From an optimization exercise on the open Yosys and OpenROAD flow, aimed at small area, a short achievable clock period and few clock cycles; shortcuts taken in it are not production practice.
Where RTL was checked, it was by simulation tests only, not by an equivalence proof against the original.
Only the layout flow was run in runs 1 and 2; the RTL was not checked for function there.
Power and IR drop assume default switching activity.

==> design.v <==
package neuron_pkg;
    localparam logic [1:0] ACT_LINEAR = 2'd0;
    localparam logic [1:0] ACT_RELU   = 2'd1;
    localparam logic [1:0] ACT_STEP   = 2'd2;
endpackage
module neuron_lane (
    input  logic        clk,
    input  logic        free,       
    input  logic        job,        
    input  logic        cap,        
    input  logic [23:0] bias,
    input  logic [3:0]  neg,        
    input  logic [3:0]  one,
    input  logic [3:0]  two,
    input  logic [7:0]  weight,
    input  logic [3:0]  shift,
    input  logic [15:0] m,          
    input  logic [1:0]  act_mode,
    output logic [7:0]  out_data
);
    logic [23:0] s_reg, c_reg, s_in, s_nx, c_nx;
    logic [7:0]  w_reg;
    logic [7:0]  out_reg;
    always_ff @(posedge clk) w_reg <= weight;
    assign s_in = cap ? 24'd0 : s_reg;
    logic [9:0] wx;
    assign wx = {{2{w_reg[7]}}, w_reg};
    logic [8:0] t0, t1, t2, t3;
    logic       e0, e1, e2, e3;
    assign t0 = ((one[0] ? wx[8:0] : 9'd0) | (two[0] ? {wx[7:0], 1'b0} : 9'd0)) ^ {9{neg[0]}};
    assign t1 = ((one[1] ? wx[8:0] : 9'd0) | (two[1] ? {wx[7:0], 1'b0} : 9'd0)) ^ {9{neg[1]}};
    assign t2 = ((one[2] ? wx[8:0] : 9'd0) | (two[2] ? {wx[7:0], 1'b0} : 9'd0)) ^ {9{neg[2]}};
    assign t3 = ((one[3] ? wx[8:0] : 9'd0) | (two[3] ? {wx[7:0], 1'b0} : 9'd0)) ^ {9{neg[3]}};
    assign e0 = ((one[0] | two[0]) & w_reg[7]) ^ neg[0];
    assign e1 = ((one[1] | two[1]) & w_reg[7]) ^ neg[1];
    assign e2 = ((one[2] | two[2]) & w_reg[7]) ^ neg[2];
    assign e3 = ((one[3] | two[3]) & w_reg[7]) ^ neg[3];
    logic fs1;
    logic fc2;
    logic fs3;
    logic fc4;
    logic fs5;
    logic fc6;
    logic fs7;
    logic fc8;
    logic fs9;
    logic fc10;
    logic fs11;
    logic fc12;
    logic fs13;
    logic fc14;
    logic fs15;
    logic fc16;
    logic fs17;
    logic fc18;
    logic fs19;
    logic fc20;
    logic fs21;
    logic fc22;
    logic fs23;
    logic fc24;
    logic fs25;
    logic fc26;
    logic fs27;
    logic fc28;
    logic fs29;
    logic fc30;
    logic fs31;
    logic fc32;
    logic fs33;
    logic fc34;
    logic fs35;
    logic fc36;
    logic fs37;
    logic fc38;
    logic fs39;
    logic fc40;
    logic fs41;
    logic fc42;
    logic fs43;
    logic fc44;
    logic fs45;
    logic fc46;
    logic fs47;
    logic fc48;
    logic fs49;
    logic fc50;
    logic fs51;
    logic fc52;
    logic fs53;
    logic fc54;
    logic fs55;
    logic fc56;
    logic fs57;
    logic fc58;
    logic fs59;
    logic fc60;
    logic fs61;
    logic fc62;
    logic fs63;
    logic fc64;
    logic fs65;
    logic fc66;
    logic fs67;
    logic fc68;
    logic fs69;
    logic fc70;
    logic fs71;
    logic fc72;
    logic fs73;
    logic fc74;
    logic fs75;
    logic fc76;
    logic fs77;
    logic fc78;
    logic fs79;
    logic fc80;
    logic fs81;
    logic fc82;
    logic fs83;
    logic fc84;
    logic fs85;
    logic fc86;
    logic fs87;
    logic fc88;
    logic fs89;
    logic fc90;
    logic fs91;
    logic fc92;
    logic fs93;
    logic fc94;
    logic fs95;
    logic fc96;
    logic fs97;
    logic fc98;
    logic fs99;
    logic fc100;
    logic fs101;
    logic fc102;
    logic fs103;
    logic fc104;
    logic fs105;
    logic fc106;
    logic fs107;
    logic fc108;
    logic fs109;
    logic fc110;
    logic fs111;
    logic fc112;
    logic fs113;
    logic fc114;
    logic fs115;
    logic fc116;
    logic fs117;
    logic fc118;
    logic fs119;
    logic fc120;
    logic fs121;
    logic fc122;
    logic fs123;
    logic fc124;
    logic fs125;
    logic fs126;
    assign fs1 = c_reg[0] ^ s_in[0] ^ neg[0];
    assign fc2 = (c_reg[0] & s_in[0]) | (c_reg[0] & neg[0]) | (s_in[0] & neg[0]);
    assign fs3 = c_reg[1] ^ s_in[1] ^ fc2;
    assign fc4 = (c_reg[1] & s_in[1]) | (c_reg[1] & fc2) | (s_in[1] & fc2);
    assign fs5 = c_reg[2] ^ s_in[2] ^ neg[1];
    assign fc6 = (c_reg[2] & s_in[2]) | (c_reg[2] & neg[1]) | (s_in[2] & neg[1]);
    assign fs7 = t0[2] ^ t1[0] ^ fs5;
    assign fc8 = (t0[2] & t1[0]) | (t0[2] & fs5) | (t1[0] & fs5);
    assign fs9 = c_reg[3] ^ s_in[3] ^ fc6;
    assign fc10 = (c_reg[3] & s_in[3]) | (c_reg[3] & fc6) | (s_in[3] & fc6);
    assign fs11 = t0[3] ^ t1[1] ^ fc8;
    assign fc12 = (t0[3] & t1[1]) | (t0[3] & fc8) | (t1[1] & fc8);
    assign fs13 = c_reg[4] ^ s_in[4] ^ neg[2];
    assign fc14 = (c_reg[4] & s_in[4]) | (c_reg[4] & neg[2]) | (s_in[4] & neg[2]);
    assign fs15 = t0[4] ^ t1[2] ^ t2[0];
    assign fc16 = (t0[4] & t1[2]) | (t0[4] & t2[0]) | (t1[2] & t2[0]);
    assign fs17 = fs13 ^ fc10 ^ fs15;
    assign fc18 = (fs13 & fc10) | (fs13 & fs15) | (fc10 & fs15);
    assign fs19 = c_reg[5] ^ s_in[5] ^ fc14;
    assign fc20 = (c_reg[5] & s_in[5]) | (c_reg[5] & fc14) | (s_in[5] & fc14);
    assign fs21 = t0[5] ^ t1[3] ^ t2[1];
    assign fc22 = (t0[5] & t1[3]) | (t0[5] & t2[1]) | (t1[3] & t2[1]);
    assign fs23 = fc16 ^ fs19 ^ fs21;
    assign fc24 = (fc16 & fs19) | (fc16 & fs21) | (fs19 & fs21);
    assign fs25 = c_reg[6] ^ s_in[6] ^ neg[3];
    assign fc26 = (c_reg[6] & s_in[6]) | (c_reg[6] & neg[3]) | (s_in[6] & neg[3]);
    assign fs27 = t0[6] ^ t1[4] ^ t2[2];
    assign fc28 = (t0[6] & t1[4]) | (t0[6] & t2[2]) | (t1[4] & t2[2]);
    assign fs29 = t3[0] ^ fs25 ^ fc20;
    assign fc30 = (t3[0] & fs25) | (t3[0] & fc20) | (fs25 & fc20);
    assign fs31 = fc22 ^ fs27 ^ fs29;
    assign fc32 = (fc22 & fs27) | (fc22 & fs29) | (fs27 & fs29);
    assign fs33 = c_reg[7] ^ s_in[7] ^ fc26;
    assign fc34 = (c_reg[7] & s_in[7]) | (c_reg[7] & fc26) | (s_in[7] & fc26);
    assign fs35 = t0[7] ^ t1[5] ^ t2[3];
    assign fc36 = (t0[7] & t1[5]) | (t0[7] & t2[3]) | (t1[5] & t2[3]);
    assign fs37 = t3[1] ^ fc28 ^ fs33;
    assign fc38 = (t3[1] & fc28) | (t3[1] & fs33) | (fc28 & fs33);
    assign fs39 = fs35 ^ fc30 ^ fs37;
    assign fc40 = (fs35 & fc30) | (fs35 & fs37) | (fc30 & fs37);
    assign fs41 = c_reg[8] ^ s_in[8] ^ t0[8];
    assign fc42 = (c_reg[8] & s_in[8]) | (c_reg[8] & t0[8]) | (s_in[8] & t0[8]);
    assign fs43 = t1[6] ^ t2[4] ^ t3[2];
    assign fc44 = (t1[6] & t2[4]) | (t1[6] & t3[2]) | (t2[4] & t3[2]);
    assign fs45 = fc34 ^ fc36 ^ fs41;
    assign fc46 = (fc34 & fc36) | (fc34 & fs41) | (fc36 & fs41);
    assign fs47 = fs43 ^ fc38 ^ fs45;
    assign fc48 = (fs43 & fc38) | (fs43 & fs45) | (fc38 & fs45);
    assign fs49 = c_reg[9] ^ s_in[9] ^ e0;
    assign fc50 = (c_reg[9] & s_in[9]) | (c_reg[9] & e0) | (s_in[9] & e0);
    assign fs51 = t1[7] ^ t2[5] ^ t3[3];
    assign fc52 = (t1[7] & t2[5]) | (t1[7] & t3[3]) | (t2[5] & t3[3]);
    assign fs53 = fc42 ^ fc44 ^ fs49;
    assign fc54 = (fc42 & fc44) | (fc42 & fs49) | (fc44 & fs49);
    assign fs55 = fs51 ^ fc46 ^ fs53;
    assign fc56 = (fs51 & fc46) | (fs51 & fs53) | (fc46 & fs53);
    assign fs57 = c_reg[10] ^ s_in[10] ^ e0;
    assign fc58 = (c_reg[10] & s_in[10]) | (c_reg[10] & e0) | (s_in[10] & e0);
    assign fs59 = t1[8] ^ t2[6] ^ t3[4];
    assign fc60 = (t1[8] & t2[6]) | (t1[8] & t3[4]) | (t2[6] & t3[4]);
    assign fs61 = fc50 ^ fc52 ^ fs57;
    assign fc62 = (fc50 & fc52) | (fc50 & fs57) | (fc52 & fs57);
    assign fs63 = fs59 ^ fc54 ^ fs61;
    assign fc64 = (fs59 & fc54) | (fs59 & fs61) | (fc54 & fs61);
    assign fs65 = c_reg[11] ^ s_in[11] ^ ~e0;
    assign fc66 = (c_reg[11] & s_in[11]) | (c_reg[11] & ~e0) | (s_in[11] & ~e0);
    assign fs67 = ~e1 ^ t2[7] ^ t3[5];
    assign fc68 = (~e1 & t2[7]) | (~e1 & t3[5]) | (t2[7] & t3[5]);
    assign fs69 = fc58 ^ fc60 ^ fs65;
    assign fc70 = (fc58 & fc60) | (fc58 & fs65) | (fc60 & fs65);
    assign fs71 = fs67 ^ fc62 ^ fs69;
    assign fc72 = (fs67 & fc62) | (fs67 & fs69) | (fc62 & fs69);
    assign fs73 = 1'b1 ^ c_reg[12] ^ s_in[12];
    assign fc74 = (1'b1 & c_reg[12]) | (1'b1 & s_in[12]) | (c_reg[12] & s_in[12]);
    assign fs75 = t2[8] ^ t3[6] ^ fs73;
    assign fc76 = (t2[8] & t3[6]) | (t2[8] & fs73) | (t3[6] & fs73);
    assign fs77 = fc66 ^ fc68 ^ fs75;
    assign fc78 = (fc66 & fc68) | (fc66 & fs75) | (fc68 & fs75);
    assign fs79 = fc70 ^ fs77;
    assign fc80 = fc70 & fs77;
    assign fs81 = c_reg[13] ^ s_in[13] ^ fc74;
    assign fc82 = (c_reg[13] & s_in[13]) | (c_reg[13] & fc74) | (s_in[13] & fc74);
    assign fs83 = ~e2 ^ t3[7] ^ fc76;
    assign fc84 = (~e2 & t3[7]) | (~e2 & fc76) | (t3[7] & fc76);
    assign fs85 = fs81 ^ fs83 ^ fc78;
    assign fc86 = (fs81 & fs83) | (fs81 & fc78) | (fs83 & fc78);
    assign fs87 = 1'b1 ^ c_reg[14] ^ s_in[14];
    assign fc88 = (1'b1 & c_reg[14]) | (1'b1 & s_in[14]) | (c_reg[14] & s_in[14]);
    assign fs89 = t3[8] ^ fs87 ^ fc82;
    assign fc90 = (t3[8] & fs87) | (t3[8] & fc82) | (fs87 & fc82);
    assign fs91 = fs89 ^ fc84;
    assign fc92 = fs89 & fc84;
    assign fs93 = c_reg[15] ^ s_in[15] ^ fc88;
    assign fc94 = (c_reg[15] & s_in[15]) | (c_reg[15] & fc88) | (s_in[15] & fc88);
    assign fs95 = ~e3 ^ fs93 ^ fc90;
    assign fc96 = (~e3 & fs93) | (~e3 & fc90) | (fs93 & fc90);
    assign fs97 = 1'b1 ^ c_reg[16] ^ s_in[16];
    assign fc98 = (1'b1 & c_reg[16]) | (1'b1 & s_in[16]) | (c_reg[16] & s_in[16]);
    assign fs99 = fs97 ^ fc94;
    assign fc100 = fs97 & fc94;
    assign fs101 = 1'b1 ^ c_reg[17] ^ s_in[17];
    assign fc102 = (1'b1 & c_reg[17]) | (1'b1 & s_in[17]) | (c_reg[17] & s_in[17]);
    assign fs103 = fc98 ^ fs101;
    assign fc104 = fc98 & fs101;
    assign fs105 = 1'b1 ^ c_reg[18] ^ s_in[18];
    assign fc106 = (1'b1 & c_reg[18]) | (1'b1 & s_in[18]) | (c_reg[18] & s_in[18]);
    assign fs107 = fc102 ^ fs105;
    assign fc108 = fc102 & fs105;
    assign fs109 = 1'b1 ^ c_reg[19] ^ s_in[19];
    assign fc110 = (1'b1 & c_reg[19]) | (1'b1 & s_in[19]) | (c_reg[19] & s_in[19]);
    assign fs111 = fc106 ^ fs109;
    assign fc112 = fc106 & fs109;
    assign fs113 = 1'b1 ^ c_reg[20] ^ s_in[20];
    assign fc114 = (1'b1 & c_reg[20]) | (1'b1 & s_in[20]) | (c_reg[20] & s_in[20]);
    assign fs115 = fc110 ^ fs113;
    assign fc116 = fc110 & fs113;
    assign fs117 = 1'b1 ^ c_reg[21] ^ s_in[21];
    assign fc118 = (1'b1 & c_reg[21]) | (1'b1 & s_in[21]) | (c_reg[21] & s_in[21]);
    assign fs119 = fc114 ^ fs117;
    assign fc120 = fc114 & fs117;
    assign fs121 = 1'b1 ^ c_reg[22] ^ s_in[22];
    assign fc122 = (1'b1 & c_reg[22]) | (1'b1 & s_in[22]) | (c_reg[22] & s_in[22]);
    assign fs123 = fc118 ^ fs121;
    assign fc124 = fc118 & fs121;
    assign fs125 = 1'b1 ^ c_reg[23] ^ s_in[23];
    assign fs126 = fc122 ^ fs125;
    assign s_nx = {fc124, fc120, fc116, fc112, fc108, fc104, fs103, fs99, fc92, fs91, fc80, fc72, fc64, fc56, fc48, fc40, fc32, fc24, fc18, fc12, fs9, fc4, t0[1], t0[0]};
    assign c_nx = {fs126, fs123, fs119, fs115, fs111, fs107, fc100, fc96, fs95, fc86, fs85, fs79, fs71, fs63, fs55, fs47, fs39, fs31, fs23, fs17, fs11, fs7, fs3, fs1};
    always_ff @(posedge clk) begin
        if (free) begin
            s_reg <= job ? s_reg + c_reg : 24'd0;
            c_reg <= bias;
        end else begin
            s_reg <= s_nx;
            c_reg <= c_nx;
        end
    end
    logic [23:0] r;
    logic [15:0] eqm;
    logic        sgn, fits, pos;
    logic [7:0]  res;
    always_comb begin
        r    = $signed(s_reg) >>> shift;
        sgn  = s_reg[23];
        for (int k = 0; k < 16; k++) eqm[k] = !m[k] || (s_reg[k+7] == sgn);
        fits = &eqm;
        pos  = !sgn && ((|s_reg[22:15]) || (|(s_reg[14:0] & m[14:0])));
        case (act_mode)
            neuron_pkg::ACT_RELU: res = sgn ? 8'h00 : (fits ? r[7:0] : 8'h7f);
            neuron_pkg::ACT_STEP: res = {7'd0, pos};
            default:              res = fits ? r[7:0] : (sgn ? 8'h80 : 8'h7f);
        endcase
    end
    always_ff @(posedge clk) begin
        if (cap) out_reg <= res;
    end
    assign out_data = out_reg;
endmodule
module neuron_pe #(
    parameter int DW    = 8,
    parameter int WW    = 8,
    parameter int LANES = 8,
    parameter int ACCW  = 24,
    parameter int NW    = 16,
    parameter int SHW   = 4
) (
    input  logic                    clk,
    input  logic                    rst,
    input  logic                    start,
    input  logic [NW-1:0]           n_len,
    input  logic [SHW-1:0]          shift,
    input  logic [1:0]              act_mode,
    input  logic [LANES*ACCW-1:0]   bias,
    input  logic                    in_valid,
    output logic                    in_ready,
    input  logic [DW-1:0]           in_data,
    input  logic [LANES*WW-1:0]     weight,
    output logic                    out_valid,
    input  logic                    out_ready,
    output logic [LANES*DW-1:0]     out_data,
    output logic                    busy
);
    logic           job_reg;     
    logic           rdy_reg;     
    logic [NW-1:0]  rem_reg;     
    logic           tok_reg;     
    logic           fin_reg;     
    logic           cap_reg;     
    logic           ov_reg;      
    logic [SHW-1:0] shift_reg, shift_cap;
    logic [1:0]     mode_reg, mode_cap;
    logic [3:0]     neg_reg, one_reg, two_reg;
    logic beat, last_beat, free;
    assign beat      = in_valid && rdy_reg;
    assign last_beat = beat && (rem_reg == NW'(1));
    assign free      = !job_reg || (fin_reg && !ov_reg);
    assign in_ready  = rdy_reg;
    assign out_valid = ov_reg;
    assign busy      = !free;
    always_ff @(posedge clk) begin
        if (rst) begin
            job_reg <= 1'b0;
            rdy_reg <= 1'b0;
            tok_reg <= 1'b0;
            fin_reg <= 1'b0;
            cap_reg <= 1'b0;
            ov_reg  <= 1'b0;
        end else begin
            cap_reg <= free && job_reg;
            if (free) begin
                job_reg <= start;
                rdy_reg <= start && (n_len != '0);
                tok_reg <= start && (n_len == '0);
                fin_reg <= 1'b0;
            end else begin
                if (last_beat) rdy_reg <= 1'b0;
                tok_reg <= last_beat;
                if (tok_reg) fin_reg <= 1'b1;
            end
            if (cap_reg)        ov_reg <= 1'b1;
            else if (out_ready) ov_reg <= 1'b0;
        end
    end
    always_ff @(posedge clk) begin
        if (free) begin
            shift_reg <= shift;
            mode_reg  <= act_mode;
            shift_cap <= shift_reg;
            mode_cap  <= mode_reg;
            rem_reg   <= n_len;
        end else if (beat) begin
            rem_reg   <= rem_reg - NW'(1);
        end
    end
    always_ff @(posedge clk) begin
        for (int i = 0; i < 4; i++) begin
            logic b2, b1, b0;
            b2 = in_data[2*i+1];
            b1 = in_data[2*i];
            b0 = (i == 0) ? 1'b0 : in_data[2*i-1];
            neg_reg[i] <= beat && b2;
            one_reg[i] <= beat && (b1 ^ b0);
            two_reg[i] <= beat && ((b2 && !b1 && !b0) || (!b2 && b1 && b0));
        end
    end
    logic [15:0] shift_mask;
    always_comb begin
        for (int k = 0; k < 16; k++) shift_mask[k] = (k >= int'(shift_cap));
    end
    for (genvar gi = 0; gi < LANES; gi++) begin : g_lane
        neuron_lane u_lane (
            .clk      (clk),
            .free     (free),
            .job      (job_reg),
            .cap      (cap_reg),
            .bias     (bias[gi*ACCW +: ACCW]),
            .neg      (neg_reg),
            .one      (one_reg),
            .two      (two_reg),
            .weight   (weight[gi*WW +: WW]),
            .shift    (shift_cap),
            .m        (shift_mask),
            .act_mode (mode_cap),
            .out_data (out_data[gi*DW +: DW])
        );
    end
endmodule
==> run.sh <==
#!/bin/bash
# synth_recipe.tcl (not shown) runs the flow's synth.tcl, then flattens the netlist and writes it again
# the make line also repeats each setting of config.mk as NAME=value (left out here)
make -C /OpenROAD-flow-scripts/flow DESIGN_CONFIG=/design/flow/config.mk WORK_HOME=/design/flow/orfs CLKGATE_MAP_FILE= SYNTH_SCRIPT=/design/flow/synth_recipe.tcl finish
==> config.mk <==
export PLATFORM = sky130hd
export DESIGN_NAME = neuron_pe
export DESIGN_NICKNAME = neuron_pe
export VERILOG_FILES = /design/flow/design.v
export SDC_FILE = /design/flow/constraint.sdc
export NUM_CORES = 4
export LEC_CHECK = 0
export CAP_MARGIN = 20
export CORE_MARGIN = 2
export CORE_UTILIZATION = 40
export SLEW_MARGIN = 20
==> constraint.sdc <==
create_clock -name core_clock -period 6.0 [get_ports {clk}]
set_input_delay 1.2000 -clock core_clock [delete_from_list [all_inputs] [get_ports {clk}]]
set_output_delay 1.2000 -clock core_clock [all_outputs]
set_load 0.01 [all_outputs]
==> results of run 1 <==
-- per-stage QoR --
| step | setup WS, ps | instances |
|---|---|---|
| global route | 1630 | 8197 |
| detailed placement | 2040 | 8062 |
| floorplan | 1520 | 6316 |
| finish | 1850 | 8197 |
| CTS | 1980 | 8195 |
| global placement | 2140 | 8062 |
-- how the worst max path moves through the flow --
stage	startpoint	end	cells past startpoint
after floorplan	cap_reg	g_lane[3].u_lane.c_reg[6]	9
after global placement	shift_cap[3]	g_lane[3].u_lane.out_reg[1]	8
after detailed placement	one_reg[0]	g_lane[0].u_lane.c_reg[8]	9
after CTS	one_reg[0]	g_lane[7].u_lane.c_reg[8]	9
after global routing	shift_cap[3]	g_lane[1].u_lane.out_reg[1]	8
final	shift_cap[3]	g_lane[3].u_lane.out_reg[1]	8
-- kinds of logic after synthesis --
kind of cell,share of synthesized area (%)
and+or+nand+nor,15.2
AOI/OAI and AO/OA,20.1
buffers and inverters,7.14
adders and majority gates,21.3
DFF,22.9
xor gates and xnor gates,8.36
muxes,5.03
-- power groups by stage --
stage | Sequential (W) | Combinational (W) | Clock (W)
detailed placement | 0.00539 | 0.00755 | 0
global placement | 0.00539 | 0.00744 | 0
global route | 0.00539 | 0.00878 | 0.00495
finish | 0.00533 | 0.00768 | 0.00473
CTS | 0.00532 | 0.00764 | 0.00482
floorplan | 0.00488 | 0.00594 | 0
-- synth_stat cells (all sizes together) (121+ instances only) --
| library cell | n |
|---|---|
| nand2b | 138 |
| o21ai | 419 |
| inv | 476 |
| fa | 336 |
| ha | 356 |
| xor2 | 121 |
| xnor2 | 384 |
| dfxtp | 466 |
| nor2 | 289 |
| clkbuf | 306 |
| buf | 134 |
| a21oi | 334 |
| a22oi | 247 |
| nand2 | 963 |
-- layer usage --
metal  wire (um)  GRT usage [%]
met1       85500           39.0
met4        6150           9.38
met3       14900           4.78
met5          19              0
met2       81400           41.2
-- layout make-up --
type,count,area (um^2),area share (%)
multi-input cells,4842,37000,61.9
inverters,476,1800,3.00
diodes,2,5.00,0.00836
clock inverters,42,480,0.803
well taps,1755,2200,3.67
repair buffers,431,4180,6.98
flip-flops and latches,558,12100,20.2
clock buffers,91,2050,3.42
==> results by group, run 1 <==
Synthesis
  – Post-synthesis cell count: about 6300
  – Synth top area cells: dfxtp_1 18%, fa_1 13%, ha_1 8.4%
  – Ys flop type: dfxtp_1
  – Synthesized flop and latch total: about 560
  – Dominant cell type by area after synthesis: dfxtp_1
  – Syn avg cell area: approximately 8.4 um^2
  – Async S/R FF share, synth: 0%
  – Number of synthesized flops with an enable pin: a little over 90
  – Area share of the largest cell type after synthesis: between 10% and 20%
  – Mapped Area: around 53000 um^2
  – Synthesized Nets: roughly 7300
  – Unique masters post-synth: 95
  – Seq/Total Area, Yosys: 22.9%
  – Syn. warnings: 2

Clocking
  – Post-cts sizing count: 0
  – H-tree levels: 3
  – Clk Latency, worst-skew pair: 700 ps
  – CTS tree: built
  – Clk slew on worst S/H paths: around 60 ps
  – Clock Tree Buf Depth: 3
  – CTS Buf Count: 75
  – Post-CTS Setup Bufs: 0
  – Hold buffers post-CTS: 0
  – Clock tree sinks: about 560
  – Clk root buf: clkbuf_16

Global routing
  – Antenna violations before repair: 6
  – Vias in the first global route: around 46000
  – Largest net degree at the start of global routing: 129
  – Gr ovfl total: 0
  – Global-route wire length before repair: 285000 um
  – GRT Total Usage: between 20% and 30%

Die
  – Core area: about 130000 um^2
  – # IOs: 358
  – Starting Density: roughly two fifths
  – Die Area: about 140000 um^2
  – Chip width: ~370 um
  – Rows: 133
  – Die Y: ~370 um

Power and ir drop
  – Combinational share of power: a little over two fifths
  – Net switching power: between 0.007 and 0.008 W
  – Leak: approximately 26 nW
  – PwrDens: roughly 300 nW/um^2
  – Power share of the clock group: roughly a quarter
  – Register share of total power: 30.1%
  – Total Power: between 0.015 and 0.02 W
  – Switching Share: about two fifths
  – Design internal power: 0.0105 W
  – Peak supply drop: roughly 0.00021 V

STA
  – Min Tclk post-route: slightly above 4000 ps
  – Final period util: 69.2%
  – Worst slew margin: between 20% and 30%
  – Max Fclk: about 240 MHz
  – RSZ-0062 raised after global routing: false
  – Setup violators final: 0
  – Hold Fails Final Rpt: 0
  – Final Skew: roughly 33 ps
  – TNS Setup: 0 ps
  – Hold_ws: 427 ps
  – Worst slew pin tran: approximately 1100 ps
  – Final Max Slew Viols: 0

Worst setup path
  – Arrival @ worst endpoint: roughly 4700 ps
  – CP Max Fanout: ~70
  – Cell family with most CP delay: simple AND/OR/NAND/NOR gates
  – FF-to-FF Start: shift_cap[3]
  – Buf/Inv on CP: 1
  – CP max-delay cell: nor2_2
  – Worst EP required: around 6500 ps
  – FF-to-FF path depth: 8
  – Slowest stage delay, CP: roughly 830 ps
  – Crit path launch type: register
  – Worst R2R End: g_lane[3].u_lane.out_reg[1]
  – Ordered list of cells on the worst path: buf_4, nand2_1, nor2_2, o211ai_1, a2111oi_0, o211a_1, o21ai_1, a21oi_1
  – Worst setup EP type: register
  – Crit path kind: reg -> reg
  – Flop-to-flop setup slack: around 1900 ps

Routing
  – WL/cell: around 23 um
  – Drt drc: 0
  – TritonRoute pass-1 iters: 8
  – Antenna Nets Post-Route: 0
  – Vias: between 40000 and 50000
  – Drt total wl: between 150000 and 200000 um
  – DRT iter0 DRCs: 4088
  – Via density: around 5.8

Layout
  – Post-layout util: between 40 and 50%
  – P&R area growth vs syn: 13.2%
  – Final #Nets: between 7000 and 8000
  – Layout cells sized above 1: 5.51%
  – Commonest non-fill, non-tap cell in the layout: nand2_1
  – Fillers: 12861
  – Most frequent cells in the layout: 960 x nand2_1, 468 x inv_1, 454 x dfxtp_1, 414 x o21ai_0, 384 x xnor2_1
  – Final Instance Area: around 60000 um^2

Job
  – MaxCap Viol Count: 0

Hold path
  – Hold path startpoint: mode_reg[0]
  – Cells on Worst Hold Path: 0
  – Hold crit path type: reg -> reg
  – Hold Path Sink: mode_cap[0]

Place
  – DP Area: about 57000 um^2
  – Final HPWL DP: approximately 140000 um
  – Port buffer count: approximately 360
  – Global placement routability congestion: approximately 0.93

Outcome
  – Outcome: complete, no violations
==> inputs of run 2 (changes only) <==
--- a/config.mk
+++ b/config.mk
@@ -5,7 +5,9 @@
 export SDC_FILE = /design/flow/constraint.sdc
 export NUM_CORES = 4
 export LEC_CHECK = 0
+export ABC_CLOCK_PERIOD_IN_PS = 2500
 export CAP_MARGIN = 20
 export CORE_MARGIN = 2
 export CORE_UTILIZATION = 40
+export SETUP_SLACK_MARGIN = 3.4
 export SLEW_MARGIN = 20
==> run 2 against run 1 <==
Compared with the run above: global-route usage is 3.9 points higher; clock power decreased by 2%; sequential power is 2% higher; first-iteration DRC count up 41%; non-clock buffer count up 351; synthesized area unchanged; via count rose by 9.3%; total power grew 9.5%; core utilization increased by 7.5 points; critical path type unchanged; sequential share of layout area is 2.7 points lower.
==> results by group, run 2 <==
Global routing
  – Global-route wire length before repair: 319000 um (was 285000 um)
  – Vias in the first global route: 49054 (was 45882)
  – Largest net degree at the start of global routing: 158 (was 129)
  – GRT Total Usage: 31.2% (was 27.3%)
  – Antenna violations before repair: 12 (was 6)
  – Gr ovfl total: 0 (unchanged)

Synthesis
  – Ys flop type: dfxtp_1 (unchanged)
  – Dominant cell type by area after synthesis: dfxtp_1 (unchanged)
  – Area share of the largest cell type after synthesis: 17.6% (unchanged)
  – Post-synthesis cell count: 6316 (unchanged)
  – Number of synthesized flops with an enable pin: 92 (unchanged)
  – Async S/R FF share, synth: 0% (unchanged)
  – Mapped Area: 52900 um^2 (unchanged)
  – Synthesized Nets: 7299 (unchanged)
  – Syn avg cell area: 8.37 um^2 (unchanged)
  – Seq/Total Area, Yosys: 22.9% (unchanged)
  – Synthesized flop and latch total: 558 (unchanged)
  – Top post-synthesis cells by count: 962 x nand2_1, 471 x inv_1, 466 x dfxtp_1 (unchanged)
  – Unique masters post-synth: 95 (unchanged)
  – Syn. warnings: 2 (unchanged)
  – Top-count cell post-synth: nand2_1 (unchanged)
  – Synth top area cells: dfxtp_1 18%, fa_1 13%, ha_1 8.4% (unchanged)

Routing
  – Via density: 6.03 (was 5.76)
  – Drt total wl: 231000 um (was 188000 um)
  – Vias: 51607 (was 47207)
  – Drt drc: 0 (unchanged)
  – TritonRoute pass-1 iters: 9 (was 8)
  – WL/cell: 27.0 um (was 22.9 um)
  – DRT iter0 DRCs: 5745 (was 4088)
  – Antenna Nets Post-Route: 0 (unchanged)

Clocking
  – H-tree levels: 3 (unchanged)
  – Clock tree sinks: 558 (unchanged)
  – CTS tree: built (unchanged)
  – Clk slew on worst S/H paths: 60 ps (about the same)
  – CTS Buf Count: 74 (was 75)
  – Hold buffers post-CTS: 0 (unchanged)
  – Clk Latency, worst-skew pair: 710 ps (was 700 ps)
  – Clock Tree Buf Depth: 3 (unchanged)
  – Clk root buf: clkbuf_16 (unchanged)

Worst setup path
  – Flop-to-flop setup slack: 3030 ps (was 1850 ps)
  – Crit. Startpoint: neg_reg[3] (was shift_cap[3])
  – Worst setup EP type: register (unchanged)
  – Crit path to: g_lane[5].u_lane.c_reg[7] (was g_lane[3].u_lane.out_reg[1])
  – Crit path launch type: register (unchanged)
  – Arrival @ worst endpoint: 3540 ps (was 4660 ps)
  – Worst R2R End: g_lane[5].u_lane.c_reg[7] (was g_lane[3].u_lane.out_reg[1])
  – CP Max Fanout: 7 (was 72)
  – Worst EP required: 6570 ps (was 6510 ps)
  – FF-to-FF Start: neg_reg[3] (was shift_cap[3])
  – FF-to-FF path depth: 9 (was 8)
  – Crit path kind: reg -> reg (unchanged)

Layout
  – Reg area: 12300 um^2 (was 12100 um^2)
  – Fillers: 11715 (was 12861)
  – Multi-input gate area: 41300 um^2 (was 37000 um^2)
  – Final Instance Area: 69800 um^2 (was 59900 um^2)
  – Final #Nets: 7723 (was 7367)
  – Layout cells sized above 1: 23.3% (was 5.51%)
  – P&R area growth vs syn: 31.9% (was 13.2%)
  – Most frequent cells in the layout: 908 x nand2_1, 405 x inv_1, 372 x dfxtp_1, 338 x o21ai_0, 335 x xnor2_1 (was 960 x nand2_1, 468 x inv_1, 454 x dfxtp_1, 414 x o21ai_0, 384 x xnor2_1)
  – Commonest non-fill, non-tap cell in the layout: nand2_1 (unchanged)

Place
  – Final HPWL DP: 141000 um (about the same)
  – Port buffer count: 357 (unchanged)
  – Global placement routability congestion: 0.958 (was 0.930)
  – DP Area: 57900 um^2 (was 57300 um^2)

Job
  – MaxCap Viol Count: 0 (unchanged)

Die
  – Die Area: 135000 um^2 (unchanged)
  – Core area: 131000 um^2 (unchanged)
  – Chip width: 368 um (unchanged)
  – Rows: 133 (unchanged)
  – Die Y: 368 um (unchanged)
  – # IOs: 358 (unchanged)
  – Starting Density: 40.3% (unchanged)

STA
  – Final Max Slew Viols: 0 (unchanged)
  – Max Fclk: 337 MHz (was 241 MHz)
  – Final period util: 49.5% (was 69.2%)
  – Min Tclk post-route: 2970 ps (was 4150 ps)
  – Worst slew margin: 21.8% (was 29.8%)
  – Final Skew: 32.6 ps (was 33.0 ps)
  – Worst slew pin tran: 1170 ps (was 1050 ps)
  – Hold_ws: 433 ps (was 427 ps)
  – Hold Fails Final Rpt: 0 (unchanged)
  – Setup violators final: 0 (unchanged)
  – TNS Setup: 0 ps (unchanged)
  – RSZ-0062 raised after global routing: true (was false)

Power and ir drop
  – PwrDens: 278 nW/um^2 (was 296 nW/um^2)
  – Peak supply drop: 0.000223 V (was 0.000212 V)
  – Total Power: 0.0194 W (was 0.0177 W)
  – Leak: 28.9 nW (was 25.8 nW)

Outcome
  – Outcome: complete, no violations (unchanged)

Hold path
  – Hold path startpoint: mode_reg[0] (unchanged)
  – Hold crit path type: reg -> reg (unchanged)
run 2: cells by family after synthesis:
| kind of cell | synth area share, % |
|---|---|
| adder cells (fa/ha/maj) | 21.3 |
| AO/OA/AOI/OAI | 20.1 |
| flip-flops | 22.9 |
| multiplexers | 5.03 |
| XOR/XNOR | 8.36 |
| buffers and inverters | 7.14 |
| AND/OR/NAND/NOR | 15.2 |
run 2: how the worst min path moves through the flow:
stage | endpoint | slack [ps] | depth (start not counted)
after floorplan | mode_cap[0] | 400 | 0
after global placement | mode_cap[1] | 410 | 0
final | mode_cap[0] | 430 | 0
after global routing | mode_cap[0] | 440 | 0
after CTS | mode_cap[1] | 440 | 0
after detailed placement | mode_cap[1] | 410 | 0
run 2: repair_timing:
action | 4_1_cts | 5_1_grt
setup buffers | 162 | 140
resized for setup | 704 | 687
pin swaps | 125 | 264
cloned | 44 | 31
setup endpoints to repair | 424 | 353
run 2: worst max-delay path, cell delays in order, from the launching register on:
cell and delay (ps):
dfxtp_4 460, clkinv_16 120, buf_12 190, fa_2 380, inv_2 70, fa_2 430, fa_2 580, fa_2 420
nand2_1 70, nand2_1 70
run 2: routing by layer:
| layer | global-route usage (%) | part of all wire, % | vias to the layer above |
|---|---|---|---|
| met5 | 0 | 0.014 | - |
| met4 | 14.8 | 6.8 | 4 |
| met3 | 6.27 | 11 | 716 |
| met2 | 47.0 | 42 | 3031 |
| met1 | 42.6 | 40 | 25071 |
| li1 | - | - | 22785 |
run 2: metrics by stage:
step	util [%]	setup slack, ps	instances
2_1_floorplan	-	2860	6316
3_5_place_dp	44.1	2200	8042
5_1_grt	53.1	2990	8555
3_3_place_gp	44.1	2390	8042
4_1_cts	49.5	3080	8383
6_report	53.1	3030	8558
run 2: layout make-up:
cell class | count | area share [%]
timing repair buffer | 782 | 13.7
clock buffer | 102 | 3.11
multi-input combinational | 4844 | 59.2
sequential | 558 | 17.6
tap | 1755 | 3.15
clock inverter | 33 | 0.407
inverter | 476 | 2.71
antenna | 4 | 0.0143
timing repair inverter | 4 | 0.0538
run 2: power by group:
group | internal, W | leakage [nW] | switching, W
Combinational | 0.00425 | 23.0 | 0.00513
Clock | 0.00266 | 1.20 | 0.00195
Sequential | 0.00441 | 4.78 | 0.00102
Total | 0.0113 | 28.9 | 0.00810
==> inputs of run 3 (changes only) <==
--- a/design.v
+++ b/design.v
@@ -298,12 +298,14 @@
             c_reg <= c_nx;
         end
     end
+    logic signed [23:0] s_sg;
     logic [23:0] r;
     logic [15:0] eqm;
     logic        sgn, fits, pos;
     logic [7:0]  res;
     always_comb begin
-        r    = $signed(s_reg) >>> shift;
+        s_sg = s_reg;
+        r    = s_sg >>> shift;
         sgn  = s_reg[23];
         for (int k = 0; k < 16; k++) eqm[k] = !m[k] || (s_reg[k+7] == sgn);
         fits = &eqm;
==> run 3 against run 2 <==
Compared with the run above: via count is the same; flip-flop and latch count is the same; global-route usage did not move; cell area is the same; routed wire length is the same; count of clock-buffer cells in the layout is the same; synthesized cell count unchanged; still clean on timing, DRC and antenna; clock power about the same; first-iteration DRC count is the same; critical path type unchanged; fmax is the same.
==> results by group, run 3 <==
STA
  – Final Max Slew Viols: 0 (unchanged)
  – Max Fclk: 337 MHz (unchanged)
  – Worst slew pin tran: 1170 ps (unchanged)
  – Hold Fails Final Rpt: 0 (unchanged)
  – Fin worst setup slack: 3030 ps (unchanged)
  – TNS Setup: 0 ps (unchanged)
  – Worst slew margin: 21.8% (unchanged)
  – Min Tclk post-route: 2970 ps (unchanged)
  – Final Skew: 32.6 ps (unchanged)
  – Final period util: 49.5% (unchanged)
  – Setup violators final: 0 (unchanged)
  – RSZ-0062 raised after global routing: true (unchanged)

Synthesis
  – XOR/XNOR Fraction of Synth Area: 8.36% (unchanged)
  – Seq/Total Area, Yosys: 22.9% (unchanged)
  – Top post-synthesis cells by count: 962 x nand2_1, 471 x inv_1, 466 x dfxtp_1 (unchanged)
  – Synthesized Nets: 7299 (unchanged)
  – Synthesized flop and latch total: 558 (unchanged)
  – Post-synthesis simple-gate area fraction: 15.2% (unchanged)
  – Number of synthesized flops with an enable pin: 92 (unchanged)
  – Unique masters post-synth: 95 (unchanged)
  – Async S/R FF share, synth: 0% (unchanged)
  – Compound-Gate Fraction of Synth Area: 20.1% (unchanged)
  – Synth top area cells: dfxtp_1 18%, fa_1 13%, ha_1 8.4% (unchanged)
  – Multiplexer share of the synthesized area: 5.03% (unchanged)
  – Dominant cell type by area after synthesis: dfxtp_1 (unchanged)
  – Ys flop type: dfxtp_1 (unchanged)
  – Mapped Area: 52900 um^2 (unchanged)
  – Syn. warnings: 2 (unchanged)
  – Largest family of logic cells by synthesized area: adder cells (unchanged)
  – Post-synthesis cell count: 6316 (unchanged)
  – Top-count cell post-synth: nand2_1 (unchanged)
  – Synth Area in Adders: 21.3% (unchanged)
  – Syn avg cell area: 8.37 um^2 (unchanged)
  – Area share of the largest cell type after synthesis: 17.6% (unchanged)

Routing
  – DRT iter0 DRCs: 5745 (unchanged)
  – WL/cell: 27.0 um (unchanged)
  – Via density: 6.03 (unchanged)
  – Drt total wl: 231000 um (unchanged)
  – Antenna Nets Post-Route: 0 (unchanged)
  – Drt drc: 0 (unchanged)
  – TritonRoute pass-1 iters: 9 (unchanged)
  – Vias: 51607 (unchanged)

Clocking
  – CTS Buf Count: 74 (unchanged)
  – Clock Tree Buf Depth: 3 (unchanged)
  – Clock tree sinks: 558 (unchanged)
  – Clk Latency, worst-skew pair: 710 ps (about the same)
  – Clk root buf: clkbuf_16 (unchanged)
  – H-tree levels: 3 (unchanged)
  – Clk slew on worst S/H paths: 60 ps (about the same)
  – CTS tree: built (unchanged)
  – Hold buffers post-CTS: 0 (unchanged)

Layout
  – Commonest non-fill, non-tap cell in the layout: nand2_1 (unchanged)
  – Post-layout util: 53.1% (unchanged)
  – Final Instance Area: 69800 um^2 (unchanged)
  – P&R area growth vs syn: 31.9% (unchanged)
  – Most frequent cells in the layout: 908 x nand2_1, 405 x inv_1, 372 x dfxtp_1, 338 x o21ai_0, 335 x xnor2_1 (unchanged)
  – Layout cells sized above 1: 23.3% (unchanged)
  – Final #Nets: 7723 (unchanged)

Worst setup path
  – Worst EP required: 6570 ps (about the same)
  – Flop-to-flop setup slack: 3030 ps (about the same)
  – FF-to-FF path depth: 9 (unchanged)
  – Arrival @ worst endpoint: 3540 ps (about the same)
  – CP Max Fanout: 7 (unchanged)
  – FF-to-FF Start: neg_reg[3] (unchanged)
  – Crit path launch type: register (unchanged)
  – Worst R2R End: g_lane[5].u_lane.c_reg[7] (unchanged)
  – Worst setup EP type: register (unchanged)
  – Crit path kind: reg -> reg (unchanged)

Global routing
  – Vias in the first global route: 49054 (unchanged)
  – Largest net degree at the start of global routing: 158 (unchanged)
  – Antenna violations before repair: 12 (unchanged)
  – Global-route wire length before repair: 319000 um (unchanged)
  – Gr ovfl total: 0 (unchanged)
  – GRT Total Usage: 31.2% (unchanged)

Power and ir drop
  – Leak: 28.9 nW (unchanged)
  – Peak supply drop: 0.000223 V (unchanged)
  – PwrDens: 278 nW/um^2 (unchanged)

Die
  – Core area: 131000 um^2 (unchanged)
  – Chip width: 368 um (unchanged)
  – # IOs: 358 (unchanged)
  – Rows: 133 (unchanged)
  – Starting Density: 40.3% (unchanged)
  – Die Y: 368 um (unchanged)
  – Die Area: 135000 um^2 (unchanged)

Job
  – MaxCap Viol Count: 0 (unchanged)

Hold path
  – Cells on Worst Hold Path: 0 (unchanged)
  – Hold Path Sink: mode_cap[0] (unchanged)
  – Hold crit path type: reg -> reg (unchanged)
  – Hold path startpoint: mode_reg[0] (unchanged)

Place
  – Port buffer count: 357 (unchanged)
  – Setup WS pre-CTS: 2200 ps (unchanged)
  – DP Area: 57900 um^2 (unchanged)
  – Global placement routability congestion: 0.958 (unchanged)
  – Final HPWL DP: 141000 um (unchanged)

Outcome
  – Outcome: complete, no violations (unchanged)
## run 3: layout make-up
class	count	area (um^2)
fillers	11715	61500
multi-input cells	4844	41300
flip-flops and latches	558	12300
repair buffers	782	9580
well taps	1755	2200
clock buffers	102	2170
inverters	476	1890
clock inverters	33	284
repair inverters	4	37.5
diodes	4	10.0
## run 3: cell families (layout without fill, tap and decap cells)
kind of cell | after synthesis | count (layout)
AO/OA/AOI/OAI | 1632 | 1632
multiplexers | 206 | 206
adder cells (fa/ha/maj) | 699 | 699
other | 0 | 4
buffers and inverters | 916 | 1397
flip-flops | 558 | 558
AND/OR/NAND/NOR | 1800 | 1802
XOR/XNOR | 505 | 505
## run 3: timing repair
item                                    CTS  global route
buffers inserted                        162           140
gates resized for setup                 704           687
gates cloned                             44            31
pin swaps                               125           264
endpoints found under the setup margin  424           353
## run 3: worst max-delay path, stage by stage, from the launching register on
cell and delay (ps):
dfxtp_4 460, clkinv_16 120, buf_12 190, fa_2 380
inv_2 70, fa_2 430, fa_2 580, fa_2 420
nand2_1 70, nand2_1 70
## run 3: worst max path at each step
stage / end / slack [ps] / cells past startpoint / startpoint
2_1_floorplan: g_lane[7].u_lane.c_reg[7] / 2860 / 10 / cap_reg
3_3_place_gp: g_lane[5].u_lane.c_reg[7] / 2390 / 9 / neg_reg[3]
3_5_place_dp: g_lane[1].u_lane.out_reg[0] / 2200 / 8 / shift_cap[2]
4_1_cts: g_lane[0].u_lane.c_reg[7] / 3080 / 9 / cap_reg
5_1_grt: g_lane[7].u_lane.c_reg[7] / 2990 / 9 / neg_reg[3]
6_report: g_lane[5].u_lane.c_reg[7] / 3030 / 9 / neg_reg[3]
## run 3: report_power, final
part	switching, W	internal (W)	leakage (nW)
Sequential	0.00102	0.00441	4.78
Clock	0.00195	0.00266	1.20
Combinational	0.00513	0.00425	23.0
Total	0.00810	0.0113	28.9
## run 3: per-layer routing
| layer | global-route usage (%) | wire [um] | vias to the layer above |
|---|---|---|---|
| li1 | - | - | 22785 |
| met1 | 42.6 | 92800 | 25071 |
| met2 | 47.0 | 97600 | 3031 |
| met3 | 6.27 | 25100 | 716 |
| met4 | 14.8 | 15800 | 4 |
| met5 | 0 | 32 | - |
## run 3: per-stage QoR
stage               total power (W)  std cells  hold WS, ps
floorplan                    0.0110       6316          400
global placement             0.0130       8042          408
detailed placement           0.0131       8042          407
CTS                          0.0184       8383          437
global route                 0.0207       8555          442
finish                       0.0194       8558          433
Testbench counts of run 3, summed over its fixed seeds: cycles 9,187.

## afterwards: timing with drivers on the ports
The flow's constraints put no driver on any port. The routed layouts listed below were extracted and timed again, unchanged, in two steps. Step 1: set_driving_cell puts a clkbuf_16 on clk and a buf_2 on each other input, an assumption about the parent block. Step 2, shift: input delay + t, output delay - t, t = (earliest + latest rising clock arrival at the registers) / 2. This alone moves slack from input paths to output paths. Three values: ideal, step 1, step 2; two values: the first two.
| run | t, ns | setup WS [ns] | worst hold slack (ns) | worst setup path after step 2 | worst register clock-pin slew, ns |
|---|---|---|---|---|---|
| run 1 | 0.756 | 1.851 / 1.851 / 1.851 | 0.427 / 0.427 / 0.427 | register to register | 0.07 / 0.07 |
| run 2 | 0.775 | 3.029 / 3.029 / 2.945 | 0.433 / 0.433 / 0.433 | input to register | 0.07 / 0.07 |
| run 3 | 0.775 | 3.029 / 3.029 / 2.945 | 0.433 / 0.433 / 0.433 | input to register | 0.07 / 0.07 |
After both steps setup and hold are still met in every run listed.
